What follows belongs to an exercise in optimizing a design on an open flow for small area, a short achievable clock period and few clock cycles; a production flow would make more cautious choices.
Where RTL was checked, it was by simulation tests only, not by an equivalence proof against the original.
The RTL of runs 1 and 3 was laid out without a check of its function.
No activity file was given, so power comes from the tool's default toggle rates.

File: flow/config.mk
export PLATFORM = sky130hd
export DESIGN_NAME = tomasulo_core
export DESIGN_NICKNAME = tomasulo_core
export VERILOG_FILES = /design/flow/design.v
export SDC_FILE = /design/flow/constraint.sdc
export NUM_CORES = 4
export LEC_CHECK = 0
export CAP_MARGIN = 20
export CORE_MARGIN = 2
export CORE_UTILIZATION = 55
export SETUP_SLACK_MARGIN = 2.7
export SLEW_MARGIN = 20
File: flow/constraint.sdc
create_clock -name core_clock -period 5.0 [get_ports {clk}]
set_input_delay 1.0000 -clock core_clock [delete_from_list [all_inputs] [get_ports {clk}]]
set_output_delay 1.0000 -clock core_clock [all_outputs]
set_load 0.01 [all_outputs]
File: flow/design.v
package lc3b_types;
typedef logic [15:0] lc3b_word;
typedef logic [2:0] lc3b_reg;
typedef enum logic [3:0] {
	op_br  = 4'b0000,
	op_add = 4'b0001,
	op_and = 4'b0101,
	op_ldr = 4'b0110,
	op_str = 4'b0111,
	op_not = 4'b1001,
	op_jmp = 4'b1100,
	op_shf = 4'b1101,
	op_lea = 4'b1110
} lc3b_opcode;
typedef enum logic [1:0] {
	fn_add = 2'b00,
	fn_and = 2'b01,
	fn_not = 2'b10
} alu_fn;
typedef union packed {
	struct packed {
		lc3b_opcode opcode;
		lc3b_reg dest;
		lc3b_reg sr1;
		logic imm;          
		logic [1:0] unused;
		lc3b_reg sr2;
	} reg_form;
	struct packed {
		lc3b_opcode opcode;
		lc3b_reg dest;
		lc3b_reg sr1;
		logic imm;
		logic [4:0] imm5;   
	} imm_form;
} lc3b_instr;
endpackage
module tomasulo_core #(parameter tag_width = 3)
(
	input logic clk,
	input logic reset,
	input logic [15:0] instr,
	input logic instr_is_new,
	input logic [15:0] curr_pc,
	output logic stall,
	output logic commit_valid,
	output logic [2:0] commit_reg,
	output logic [15:0] commit_value
);
assign stall = 1'b0;
logic [3:0] opcode;
logic [2:0] dr, sr1, sr2;
logic is_add, is_and, is_not, is_lea, writes;
assign opcode = instr[15:12];
assign dr = instr[11:9];
assign sr1 = instr[8:6];
assign sr2 = instr[2:0];
assign is_add = (opcode == 4'b0001);
assign is_and = (opcode == 4'b0101);
assign is_not = (opcode == 4'b1001);
assign is_lea = (opcode == 4'b1110);
assign writes = is_add | is_and | is_not | is_lea;
logic v2;
logic [2:0] d2;
logic f_and2, f_not2;
logic [15:0] a2, b2;
logic [15:0] res;
logic [8:0] lo;
logic [7:0] hi0, hi1;
logic [15:0] sum;
assign lo = {1'b0, a2[7:0]} + {1'b0, b2[7:0]};
assign hi0 = a2[15:8] + b2[15:8];
assign hi1 = a2[15:8] + b2[15:8] + 8'd1;
assign sum = {lo[8] ? hi1 : hi0, lo[7:0]};
always_comb
begin
	if (f_and2)
		res = a2 & b2;
	else if (f_not2)
		res = ~a2;
	else
		res = sum;
end
logic [15:0] regs [8];
logic use_pc, use_imm;
logic [15:0] imm, early_a, early_b;
logic fwd_a, fwd_b;
assign use_pc = is_lea;
assign use_imm = is_lea | instr[5];
assign imm = is_lea ? {{6{instr[8]}}, instr[8:0], 1'b0} : {{11{instr[4]}}, instr[4:0]};
assign early_a = use_pc ? curr_pc :
	(commit_valid && commit_reg == sr1) ? commit_value : regs[sr1];
assign early_b = use_imm ? imm :
	(commit_valid && commit_reg == sr2) ? commit_value : regs[sr2];
assign fwd_a = v2 && d2 == sr1 && !use_pc;
assign fwd_b = v2 && d2 == sr2 && !use_imm;
logic [15:0] wdata;
assign wdata = reset ? 16'h0000 : commit_value;
always_ff @(posedge clk)
begin
	for (int i = 0; i < 8; i++)
		if (reset || (commit_valid && commit_reg == 3'(i)))
			regs[i] <= wdata;
end
always_ff @(posedge clk)
begin
	if (reset)
		v2 <= 1'b0;
	else
		v2 <= instr_is_new && writes;
	if (reset)
		commit_valid <= 1'b0;
	else
		commit_valid <= v2;
end
always_ff @(posedge clk)
begin
	d2 <= dr;
	f_and2 <= is_and;
	f_not2 <= is_not;
	a2 <= fwd_a ? res : early_a;
	b2 <= fwd_b ? res : early_b;
	commit_reg <= d2;
	commit_value <= res;
end
endmodule
File: flow/flow/run.sh
#!/bin/bash
# The standard layout with two changes: ports are buffered with buf_2 cells,
# and clock tree synthesis adds no dummy loads and uses clkbuf_8 buffers.
set -euo pipefail
bash standard.sh \
	"BUFFER_PORTS_ARGS=-buffer_cell sky130_fd_sc_hd__buf_2" \
	"CTS_ARGS=-sink_clustering_enable -repair_clock_nets -dont_use_dummy_load -buf_list sky130_fd_sc_hd__clkbuf_8" \
	finish > standard.log 2>&1
File: flow/standard.sh
#!/bin/bash
# synth_recipe.tcl (not shown) runs the flow's synth.tcl, then flattens the netlist and writes it again
# the make line also repeats each setting of config.mk as NAME=value (left out here)
make -C /OpenROAD-flow-scripts/flow DESIGN_CONFIG=/design/flow/config.mk WORK_HOME=/design/flow/orfs CLKGATE_MAP_FILE= SYNTH_SCRIPT=/design/flow/synth_recipe.tcl "${@:-finish}"
==> impl_metrics.json, run 1 <==
{
  "antenna_left": 0,
  "ir_drop_mv": 0.2073,
  "dp_worst_setup_slack_ps": 1624,
  "die_area_mm2": 0.01864,
  "max-cap-violations": 0,
  "tightestPinTransition_ps": 1015,
  "yosys_warnings": 2,
  "diodes": 0,
  "fin_crit_ps": 2530,
  "syn_to_final_growth_pct": 13.08,
  "start_kind": "register",
  "io_pins": 56,
  "core-area_mm2": 0.01724,
  "crit_path_end_kind": "register",
  "routed-via-count": 7689,
  "synth_edf_count": 128,
  "place_hpwl_um": 19610,
  "grt_pass1_vias": 7280,
  "leakagePower_nw": 4.114,
  "outcome": "no timing/DRC/antenna violations",
  "drc": 0,
  "synth_cell_types": 83,
  "cp_max_fo": 2,
  "p_int_mw": 2.954,
  "cts_tree": "built",
  "finalSetupTns_ps": 0,
  "start_util": 0.5604,
  "numCtsBuffers": 17,
  "overflow": 0,
  "synth_fp_nets": 939,
  "crit_type": "reg -> reg",
  "pwr-share-clk": 0.170,
  "antenna_found_initial": 0,
  "clkSinkCount": 186,
  "max_freq_mhz": 395.2,
  "grt_max_degree": 37,
  "cp.arrival_ps": 2890,
  "netSwitchingFraction": 0.3388,
  "final-hold-violation-count": 0,
  "wl_per_cell_um": 24.48,
  "syn_inst": 885,
  "synth.avg_cell_area_um2": 10.91,
  "synth-async-reset-ratio": 0,
  "final_max_slew_viol_count": 0,
  "period_share": 0.5061,
  "rsz0062_at_grt": "true",
  "fin_nets": 993,
  "layout-drive-gt1-share": 0.2295,
  "finalPower_mw": 4.467,
  "synth_top_area_share": 0.3979,
  "htree_num_levels": 4,
  "hp-class": "reg -> reg",
  "seq_power_share": 0.510,
  "vias_per_cell": 6.617,
  "drt_first_pass_iters": 7,
  "top_register": "regs",
  "post-route-util": 0.6337,
  "ys_seq_elements": 186,
  "synth.area.top_cells": "edfxtp_1, dfxtp_1, a21oi_1, mux2i_1, o21ai_0",
  "synth-seq-area-share": 0.5181,
  "largest_reg_flops": 128,
  "dieHeight_um": 136.5,
  "rows": 48,
  "worstPathRequired_ps": 5360,
  "cts_buffer_depth": 2,
  "path_clk_slew_ps": 90,
  "power_frac_comb": 0.320,
  "finClkSkew_ps": 32.74,
  "gp_congestion": 0.8966,
  "relSlewSlack": 0.3233,
  "layout_common_cells": "edfxtp_1, a21oi_1, nor2_1, o21ai_0, dfxtp_1",
  "routed_wirelength_um": 28450,
  "finalWorstSetupSlack_ps": 2470,
  "cts_hold_buf": 0,
  "clock_latency_ps": 470,
  "layout_commonest_cell": "edfxtp_1",
  "grtUsageTotal": 0.3095,
  "p_per_area_mw_per_mm2": 409.0,
  "die_w_um": 136.5,
  "p_switching_mw": 1.513,
  "ys.flop_type": "edfxtp_1",
  "drt_iter0_drc": 784,
  "yosysTopAreaCell": "edfxtp_1",
  "setup_viol": 0,
  "root_buffer": "clkbuf_8",
  "port_buffers": 54,
  "grt_pass1_wl_um": 42830,
  "syn_area_mm2": 0.009659
}
cell type report:
type / instances / area, µm²
repair inverters: 1 / 7.507
inverters: 32 / 131.4
repair buffers: 94 / 714.4
fillers: 1382 / 6314
multi-input cells: 607 / 4542
well taps: 225 / 281.5
clock buffers: 17 / 234.0
flip-flops and latches: 186 / 5012
synthesized netlist by cell type, types with 16 or more instances:
master,n
a211oi_1,24
nand2_1,42
nor2_1,61
dfxtp_1,58
edfxtp_1,128
ha_1,17
o21ai_0,57
nand3_1,18
inv_1,30
a221oi_1,24
mux2i_1,32
nor3_1,16
a21oi_1,74
clkbuf_1,25
buf_2,27
nor2b_1,27
routing by layer:
layer  up-vias  GRT usage  wire (µm)
li1       3459          -          -
met1      3807     0.4332      12010
met2       382     0.4969      13680
met3        41    0.05926       2211
met4         0    0.08333        549
met5         -          0          0
through the flow:
step / hold WS, ps / area [µm²] / cells
4_1_cts: 396.8 / 10670 / 1152
6_report: 401.2 / 10920 / 1162
3_3_place_gp: 405.4 / 10080 / 1115
5_1_grt: 396.5 / 10920 / 1162
3_5_place_dp: 410.2 / 10080 / 1115
2_1_floorplan: 395.5 / 9797 / 885
critical path, cell delays in order (launching register included):
cell and delay (ps):
dfxtp_2 340, ha_4 160, fa_2 390, a211oi_4 230, o21bai_1 100, a21oi_2 180
xor2_2 120, nor4bb_4 430, buf_4 190, nand4_1 90, and3_1 190
timing repair:
action	in CTS	in global routing
pin swaps	14	16
hold endpoints to repair	0	0
setup buffers	19	9
gates cloned	1	1
gates resized for setup	52	39
endpoints found under the setup margin	34	34
logic make-up after synthesis:
group | share of synthesized area
buffers and inverters | 0.04119
and+or+nand+nor | 0.1212
muxes | 0.06814
adders and majority gates | 0.02617
AOI/OAI and AO/OA | 0.2022
xor gates and xnor gates | 0.02254
other | 0.0003882
DFF | 0.5181
path summary, 6_finish.rpt:
path | cells after the start | startpoint | slack (ps) | end
hold / removal | 0 | d2[2] | 400 | commit_reg[2]
setup / recovery | 10 | a2[8] | 2470 | b2[15]
setup reg to reg | 10 | a2[8] | 2470 | b2[15]
hold reg to reg | 0 | d2[2] | 400 | commit_reg[2]
power by group through the flow:
stage | Sequential, mW | Clock (mW) | Combinational, mW
after floorplan | 2.23 | 0 | 0.845
after CTS | 2.27 | 0.766 | 1.32
after global placement | 2.29 | 0 | 1.19
after detailed placement | 2.30 | 0 | 1.21
final | 2.28 | 0.758 | 1.43
after global routing | 2.30 | 0.822 | 1.54
==> run 2, diff against run 1 <==
--- a/flow/design.v
+++ b/flow/design.v
@@ -66,11 +66,4 @@
 logic [15:0] a2, b2;
 logic [15:0] res;
-logic [8:0] lo;
-logic [7:0] hi0, hi1;
-logic [15:0] sum;
-assign lo = {1'b0, a2[7:0]} + {1'b0, b2[7:0]};
-assign hi0 = a2[15:8] + b2[15:8];
-assign hi1 = a2[15:8] + b2[15:8] + 8'd1;
-assign sum = {lo[8] ? hi1 : hi0, lo[7:0]};
 always_comb
 begin
@@ -80,5 +73,5 @@
 		res = ~a2;
 	else
-		res = sum;
+		res = a2 + b2;
 end
 logic [15:0] regs [8];
==> flow/flow/run.sh (replaced) <==
#!/bin/bash
# The standard layout with two changes: ports are buffered with buf_1 cells,
# and clock tree synthesis adds no dummy loads and uses clkbuf_8 buffers.
set -euo pipefail
bash standard.sh \
	"BUFFER_PORTS_ARGS=-buffer_cell sky130_fd_sc_hd__buf_1" \
	"CTS_ARGS=-sink_clustering_enable -repair_clock_nets -dont_use_dummy_load -buf_list sky130_fd_sc_hd__clkbuf_8" \
	finish > standard.log 2>&1
--- a/flow/config.mk
+++ b/flow/config.mk
@@ -8,5 +8,6 @@
 export CAP_MARGIN = 20
 export CORE_MARGIN = 2
-export CORE_UTILIZATION = 55
+export CORE_UTILIZATION = 70
+export GPL_ROUTABILITY_DRIVEN = 0
 export SETUP_SLACK_MARGIN = 2.7
 export SLEW_MARGIN = 20
==> run 2 against run 1 <==
  * Die area down 20%
  * Critical path type is now in -> reg
  * Final cell count decreased by 3.0%
  * Design area shrank 0.16%
  * Non-clock buffer count increased by 5
  * Total power decreased by 1.7%
  * Still clean
  * Highest routed layer unchanged
  * Fmax rose by 8.6%
  * Register-to-register slack better by 230 ps
  * Clock skew shrank 1.1 ps
  * First-iteration DRC count is 64% higher
  * Combinational power decreased by 5%
  * Synthesized area grew 0.97%
  * Sequential power about the same
==> impl_metrics.json, run 2 <==
{
  "hp-class": "reg -> reg",
  "fin_crit_ps": 2330,
  "yosysTopAreaCell": "edfxtp_1",
  "pwr-share-clk": 0.172,
  "clkSinkCount": 186,
  "relSlewSlack": 0.3595,
  "cts_buffer_depth": 2,
  "port_buffers": 54,
  "start_util": 0.7109,
  "ir_drop_mv": 0.2716,
  "p_per_area_mw_per_mm2": 402.5,
  "routed-via-count": 8217,
  "r2r_start": "a2[0]",
  "synth.area.top_cells": "edfxtp_1, dfxtp_1, mux2i_1, a21oi_1, o21ai_0",
  "tightestPinTransition_ps": 960.7,
  "layout_common_cells": "edfxtp_1, nand2_1, a21oi_1, dfxtp_1, o21ai_0",
  "crit_type": "in -> reg",
  "root_buffer": "clkbuf_8",
  "setup_viol": 0,
  "vias_per_cell": 7.291,
  "cts_tree": "built",
  "start_kind": "input port",
  "seq_power_share": 0.518,
  "syn_inst": 893,
  "antenna_left": 0,
  "r2r_slack_ps": 2700,
  "dp_worst_setup_slack_ps": 1559,
  "grtUsageTotal": 0.3841,
  "hold_path_depth": 0,
  "fin_nets": 1001,
  "min-delay-start": "d2[0]",
  "io_pins": 56,
  "p_switching_mw": 1.503,
  "drc": 0,
  "power_frac_comb": 0.310,
  "top_register": "regs",
  "largest_reg_flops": 128,
  "syn_area_mm2": 0.009753,
  "leakagePower_nw": 4.055,
  "layout_commonest_cell": "edfxtp_1",
  "synth.avg_cell_area_um2": 10.92,
  "ys.flop_type": "edfxtp_1",
  "cp-startpoint": "instr[1]",
  "max-cap-violations": 0,
  "diodes": 0,
  "drt_iter0_drc": 1287,
  "drt_first_pass_iters": 9,
  "layout-drive-gt1-share": 0.1837,
  "grt_pass1_wl_um": 42460,
  "syn_to_final_growth_pct": 11.82,
  "place_hpwl_um": 19340,
  "htree_num_levels": 4,
  "cp.arrival_ps": 2660,
  "path_clk_slew_ps": 90,
  "worstPathRequired_ps": 5330,
  "netSwitchingFraction": 0.3424,
  "synth-async-reset-ratio": 0,
  "finalWorstSetupSlack_ps": 2670,
  "reg2reg_to": "a2[10]",
  "period_share": 0.4660,
  "fillers": 869,
  "finClkSkew_ps": 31.63,
  "dieHeight_um": 122.0,
  "ys_seq_elements": 186,
  "max_freq_mhz": 429.2,
  "hold_end": "commit_reg[0]",
  "synth-seq-area-share": 0.5131,
  "rsz0062_at_grt": "true",
  "grt_pass1_vias": 7574,
  "numCtsBuffers": 17,
  "synthTopCellsByCount": "edfxtp_1, nand2_1, a21oi_1",
  "clock_latency_ps": 480,
  "synth_fp_nets": 945,
  "synth_cell_types": 85,
  "wl_per_cell_um": 25.70,
  "outcome": "no timing/DRC/antenna violations",
  "die_area_mm2": 0.01489,
  "final-hold-violation-count": 0,
  "die_w_um": 122.0,
  "synth_edf_count": 128,
  "overflow": 0,
  "post-route-util": 0.7949,
  "core-area_mm2": 0.01372,
  "grt_max_degree": 38,
  "yosys.cell_count.top_type": "edfxtp_1",
  "rr_worst_depth": 9,
  "finalSetupTns_ps": 0,
  "routed_wirelength_um": 28960,
  "cp_max_fo": 27,
  "yosys_warnings": 2,
  "antenna_found_initial": 0,
  "synth_top_area_share": 0.3941,
  "rows": 43,
  "p_int_mw": 2.886,
  "crit_path_end_kind": "register",
  "final_max_slew_viol_count": 0
}
## run 2: cell count changes in the layout (fill, tap and decap cells not counted), sizes merged, moves of 6 or more
cell	previous run	this run
nand2	42	73
nor2	62	53
a21oi	76	69
a221oi	26	19
nand2b	14	7
a21o	5	11
a22oi	7	13
a31oi	1	7
o221a	0	6
## run 2: layer usage
metal  up-vias  global-route usage  part of all wire
li1       3513                   -                 -
met1      3871              0.5182              0.36
met2       680              0.6023              0.46
met3       153             0.08661              0.12
met4         0              0.1667             0.053
met5         -                   0                 0
## run 2: worst max-delay path by stage
stage | endpoint | slack [ps] | depth (start not counted)
after global routing | a2[10] | 2640 | 9
after CTS | a2[7] | 2620 | 7
after global placement | a2[7] | 1670 | 7
final | b2[3] | 2670 | 9
after detailed placement | b2[8] | 1560 | 8
after floorplan | b2[7] | 2660 | 8
## run 2: logic make-up after synthesis
family,synth area share
other,0.0003845
XOR/XNOR,0.01706
multiplexers,0.07043
flip-flops,0.5131
buffers and inverters,0.04721
AND/OR/NAND/NOR,0.1175
adder cells (fa/ha/maj),0.02258
AO/OA/AOI/OAI,0.2117
## run 2: timing repair
item | 4_1_cts | 5_1_grt
buffers inserted | 11 | 23
endpoints found under the setup margin | 36 | 38
cloned | 0 | 4
gates resized for setup | 41 | 54
pin swaps | 11 | 27
hold buffers | 0 | 0
## run 2: stage by stage
stage               hold slack [ps]  cells  power (mW)  area, µm²
floorplan                     395.5    893       3.046       9843
global placement              403.3   1072       3.394       9942
detailed placement            409.4   1072       3.441       9942
CTS                           405.7   1100       4.236      10440
global route                  405.7   1127       4.555      10910
finish                        402.6   1127       4.389      10910
## run 2: final cells by class
cell class / count / area, µm² / share of cell area
Sequential cell: 186 / 5011 / 0.4595
Multi-Input combinational cell: 616 / 4567 / 0.4188
Timing Repair Buffer: 99 / 744.5 / 0.06827
Clock buffer: 17 / 234.0 / 0.02145
Tap cell: 180 / 225.2 / 0.02065
Inverter: 29 / 123.9 / 0.01136
## run 2: worst max-delay path, cell delays in order
cell and delay [ps]:
buf_8 220, buf_12 210, mux4_2 510, nand2_1 80
o21ai_0 180, o22ai_1 190, nand2_1 70, o21ai_0 70
a21oi_1 110
## run 2: power by group through the flow
stage | sequential [mW] | combinational [mW] | clock (mW)
2_1_floorplan | 2.22 | 0.828 | 0
3_3_place_gp | 2.27 | 1.13 | 0
3_5_place_dp | 2.29 | 1.16 | 0
4_1_cts | 2.25 | 1.23 | 0.753
5_1_grt | 2.30 | 1.45 | 0.810
6_report | 2.28 | 1.36 | 0.754
Testbench counts of run 2, summed over its fixed seeds: cycles 4,814.
==> run 3, diff against run 2 <==
--- a/flow/design.v
+++ b/flow/design.v
@@ -61,31 +61,54 @@
 assign is_lea = (opcode == 4'b1110);
 assign writes = is_add | is_and | is_not | is_lea;
+logic [15:0] regs [8];
 logic v2;
 logic [2:0] d2;
 logic f_and2, f_not2;
 logic [15:0] a2, b2;
-logic [15:0] res;
+logic fa2, fb2;
+logic use_pc, use_imm;
+logic [15:0] imm;
+assign use_pc = is_lea;
+assign use_imm = is_lea | instr[5];
+assign imm = is_lea ? {{6{instr[8]}}, instr[8:0], 1'b0} : {{11{instr[4]}}, instr[4:0]};
+always_ff @(posedge clk)
+begin
+	d2 <= dr;
+	f_and2 <= is_and;
+	f_not2 <= is_not;
+	a2 <= use_pc ? curr_pc :
+		(commit_valid && commit_reg == sr1) ? commit_value : regs[sr1];
+	b2 <= use_imm ? imm :
+		(commit_valid && commit_reg == sr2) ? commit_value : regs[sr2];
+	fa2 <= v2 && d2 == sr1 && !use_pc;
+	fb2 <= v2 && d2 == sr2 && !use_imm;
+end
+logic [15:0] a, b, res;
+assign a = fa2 ? commit_value : a2;
+assign b = fb2 ? commit_value : b2;
 always_comb
 begin
 	if (f_and2)
-		res = a2 & b2;
+		res = a & b;
 	else if (f_not2)
-		res = ~a2;
+		res = ~a;
 	else
-		res = a2 + b2;
+		res = a + b;
 end
-logic [15:0] regs [8];
-logic use_pc, use_imm;
-logic [15:0] imm, early_a, early_b;
-logic fwd_a, fwd_b;
-assign use_pc = is_lea;
-assign use_imm = is_lea | instr[5];
-assign imm = is_lea ? {{6{instr[8]}}, instr[8:0], 1'b0} : {{11{instr[4]}}, instr[4:0]};
-assign early_a = use_pc ? curr_pc :
-	(commit_valid && commit_reg == sr1) ? commit_value : regs[sr1];
-assign early_b = use_imm ? imm :
-	(commit_valid && commit_reg == sr2) ? commit_value : regs[sr2];
-assign fwd_a = v2 && d2 == sr1 && !use_pc;
-assign fwd_b = v2 && d2 == sr2 && !use_imm;
+always_ff @(posedge clk)
+begin
+	if (reset)
+	begin
+		v2 <= 1'b0;
+		commit_valid <= 1'b0;
+	end
+	else
+	begin
+		v2 <= instr_is_new && writes;
+		commit_valid <= v2;
+	end
+	commit_reg <= d2;
+	commit_value <= res;
+end
 logic [15:0] wdata;
 assign wdata = reset ? 16'h0000 : commit_value;
@@ -96,24 +119,3 @@
 			regs[i] <= wdata;
 end
-always_ff @(posedge clk)
-begin
-	if (reset)
-		v2 <= 1'b0;
-	else
-		v2 <= instr_is_new && writes;
-	if (reset)
-		commit_valid <= 1'b0;
-	else
-		commit_valid <= v2;
-end
-always_ff @(posedge clk)
-begin
-	d2 <= dr;
-	f_and2 <= is_and;
-	f_not2 <= is_not;
-	a2 <= fwd_a ? res : early_a;
-	b2 <= fwd_b ? res : early_b;
-	commit_reg <= d2;
-	commit_value <= res;
-end
 endmodule
==> flow/flow/run.sh (replaced) <==
#!/bin/bash
# The standard layout with two changes: ports are buffered with buf_2 cells,
# and clock tree synthesis adds no dummy loads and uses clkbuf_8 buffers.
set -euo pipefail
bash standard.sh \
	"BUFFER_PORTS_ARGS=-buffer_cell sky130_fd_sc_hd__buf_2" \
	"CTS_ARGS=-sink_clustering_enable -repair_clock_nets -dont_use_dummy_load -buf_list sky130_fd_sc_hd__clkbuf_8" \
	finish > standard.log 2>&1
--- a/flow/config.mk
+++ b/flow/config.mk
@@ -9,5 +9,4 @@
 export CORE_MARGIN = 2
 export CORE_UTILIZATION = 70
-export GPL_ROUTABILITY_DRIVEN = 0
 export SETUP_SLACK_MARGIN = 2.7
 export SLEW_MARGIN = 20
==> run 3 against run 2 <==
  * Still clean on timing, DRC and antenna
  * Global-route usage is 2.0 points lower
  * Worst hold slack worse by 26 ps
  * Synthesized area is 0.33% lower
  * Wire length is 6.2% lower
  * Clock power is 0.5% higher
  * Critical path depth stayed put
  * Fmax is 6.2% lower
  * Flip-flop and latch count is 2 higher
  * Final cell count is 3.0% lower
  * Synthesized cell count is 3.7% lower
  * Sequential power hardly changed
  * Combinational power hardly changed
  * Critical path type is now reg -> reg
  * Highest routed layer unchanged
==> impl_metrics.json, run 3 <==
{
  "ys_seq_elements": 188,
  "max-cap-violations": 0,
  "routed_wirelength_um": 27170,
  "synth-async-reset-ratio": 0,
  "synth_top_area_share": 0.3954,
  "place_hpwl_um": 17190,
  "crit_type": "reg -> reg",
  "synthTopCellsByCount": "edfxtp_1, a21oi_1, nand2_1",
  "top_register": "regs",
  "die_w_um": 121.8,
  "synthAdderAreaFrac": 0.02265,
  "wl_per_cell_um": 24.85,
  "ys.flop_type": "edfxtp_1",
  "numCtsBuffers": 17,
  "min-delay-start": "d2[1]",
  "yosysTopAreaCell": "edfxtp_1",
  "finalWorstSetupSlack_ps": 2516,
  "final-hold-violation-count": 0,
  "r2r_slack_ps": 2520,
  "cp.arrival_ps": 2820,
  "final_max_slew_viol_count": 0,
  "setup_viol": 0,
  "cts_hold_buf": 0,
  "r2r_start": "commit_value[0]",
  "drc": 0,
  "max_freq_mhz": 402.5,
  "start_util": 0.7085,
  "rr_worst_depth": 9,
  "overflow": 0,
  "synth-seq-area-share": 0.5190,
  "synth_xor_area_frac": 0.02253,
  "drt_iter0_drc": 1114,
  "period_share": 0.4969,
  "largest_reg_flops": 128,
  "port_buffers": 54,
  "crit_path_end_kind": "register",
  "ir_drop_mv": 0.2446,
  "grtUsageTotal": 0.3637,
  "rows": 43,
  "layout_common_cells": "edfxtp_1, a21oi_1, nand2_1, dfxtp_1, o21ai_0",
  "gp_congestion": 0.9462,
  "fin_crit_ps": 2484,
  "outcome": "no timing/DRC/antenna violations",
  "relSlewSlack": 0.3216,
  "syn_to_final_growth_pct": 13.86,
  "reg2reg_to": "commit_value[14]",
  "htree_num_levels": 4,
  "synthMuxAreaShare": 0.1125,
  "root_buffer": "clkbuf_8",
  "syn_area_mm2": 0.009721,
  "p_per_area_mw_per_mm2": 402.5,
  "layout_commonest_cell": "edfxtp_1",
  "dieHeight_um": 121.8,
  "leakagePower_nw": 4.112,
  "cts_tree": "built",
  "tightestPinTransition_ps": 1018,
  "path_clk_slew_ps": 80,
  "worstPathRequired_ps": 5330,
  "synth_fp_nets": 912,
  "finClkSkew_ps": 22.74,
  "synth.avg_cell_area_um2": 11.30,
  "routed-via-count": 7738,
  "grt_pass1_vias": 7170,
  "grt_max_degree": 41,
  "synth.area.top_cells": "edfxtp_1, dfxtp_1, mux2_2, a21oi_1, mux4_2",
  "post-route-util": 0.8067,
  "hold_path_depth": 0,
  "grt_pass1_wl_um": 40370,
  "core-area_mm2": 0.01372,
  "hold_end": "commit_reg[1]",
  "fin_nets": 967,
  "antenna_found_initial": 0,
  "finalSetupTns_ps": 0,
  "hp-class": "reg -> reg",
  "drt_first_pass_iters": 6,
  "synth_compound_area_frac": 0.1712,
  "diodes": 0,
  "yosys_warnings": 2,
  "synth_edf_count": 128,
  "vias_per_cell": 7.080,
  "fillers": 841,
  "rsz0062_at_grt": "true",
  "synth_top_family_by_area": "compound AO/OA/AOI/OAI gates",
  "clock_latency_ps": 450,
  "io_pins": 56,
  "synth_simple_gate_area_frac": 0.1004,
  "start_kind": "register",
  "antenna_left": 0,
  "die_area_mm2": 0.01485,
  "cp_max_fo": 6,
  "synth_cell_types": 67,
  "dp_worst_setup_slack_ps": 1645,
  "syn_inst": 860,
  "yosys.cell_count.top_type": "edfxtp_1",
  "layout-drive-gt1-share": 0.2497,
  "clkSinkCount": 188,
  "cts_buffer_depth": 2
}
==> run 3: changes by cell type after synthesis, moves of 10 or more <==
| cell | previous run | this run |
|---|---|---|
| a211oi_1 | 18 | 6 |
| mux2i_1 | 36 | 20 |
| mux2_2 | 5 | 43 |
| a21oi_1 | 67 | 77 |
| buf_2 | 32 | 16 |
| o22ai_1 | 15 | 3 |
==> run 3: final cells by class <==
class                   instances  area, µm²  share of cell area
clock buffers                  17      234.0             0.02114
multi-input cells             583       4656              0.4206
inverters                      32      125.1             0.01130
well taps                     180      225.2             0.02035
flip-flops and latches        188       5052              0.4565
repair buffers                 93      775.7             0.07009
==> run 3: cell families after synthesis <==
kind of cell             Yosys count
multiplexers                      81
AND/OR/NAND/NOR                  203
buffers and inverters             91
adder cells (fa/ha/maj)           17
AO/OA/AOI/OAI                    254
other                              1
flip-flops                       188
XOR/XNOR                          25
==> run 3: worst max-delay path, stage by stage (launching register included) <==
cell	delay, ps
dfxtp_1	400
mux2_4	320
ha_4	170
fa_2	370
a21oi_4	180
o311ai_4	150
a31o_4	290
a31oi_4	170
xor2_1	80
a222oi_1	230
==> run 3: what timing repair did <==
item / in CTS / in global routing
buffers inserted: 15 / 12
pin swaps: 10 / 13
resized for setup: 70 / 39
cloned: 3 / 2
endpoints found under the setup margin: 45 / 37
==> run 3: worst max-delay path by stage <==
stage                         start                to  slack (ps)  cells after the start
global placement           instr[0]             b2[3]        1340                      6
floorplan                       fa2  commit_value[14]        2570                     10
global route                    fb2  commit_value[14]        2440                      9
detailed placement         instr[8]            a2[13]        1650                      6
CTS                             fb2  commit_value[14]        2530                      8
finish              commit_value[0]  commit_value[14]        2520                      9
==> run 3: routing by layer <==
layer | GRT usage | share of wire
met2 | 0.5841 | 0.48
met5 | 0 | 0
met3 | 0.06227 | 0.10
met1 | 0.5108 | 0.38
met4 | 0.1164 | 0.032
==> run 3: through the flow <==
stage	hold WS [ps]	power (mW)	cells	instance area, µm²
3_5_place_dp	386.4	3.413	1044	9976
4_1_cts	378.2	4.282	1079	10730
5_1_grt	388.5	4.625	1093	11070
2_1_floorplan	374.6	3.030	860	9817
6_report	376.3	4.455	1093	11070
3_3_place_gp	381.1	3.361	1044	9971
==> run 3: where the power goes <==
| part | total, mW | internal, mW | switching, mW |
|---|---|---|---|
| Sequential | 2.31 | 2.05 | 0.255 |
| Combinational | 1.39 | 0.642 | 0.749 |
| Clock | 0.758 | 0.301 | 0.457 |

what the ideal ports hide:
No port has a modelled driver above. Below, the same layouts with a new extraction and two added sets of constraints. Step 1, drivers: a clkbuf_16 drives clk and a buf_2 each remaining input, both assumed. Step 2 moves the port delays by t, midway between the first and last clock arrival at a register: inputs arrive t later, outputs are due t later. That takes back most of the time a late clock gives input paths. Three values: ideal ports, drivers, drivers and shift; two values: the first two.
| run | shift t [ns] | setup slack, ns | worst setup path after step 2 |
|---|---|---|---|
| run 1 | 0.495 | 2.470 / 2.470 / 2.144 | input to register |
| run 2 | 0.500 | 2.670 / 2.660 / 2.160 | input to register |
| run 3 | 0.476 | 2.516 / 2.516 / 2.244 | input to register |
After both steps every run listed still meets setup and hold. The setup slack of run 2, which loses most, moves by -0.010 ns with the drivers and by -0.510 ns with both steps.
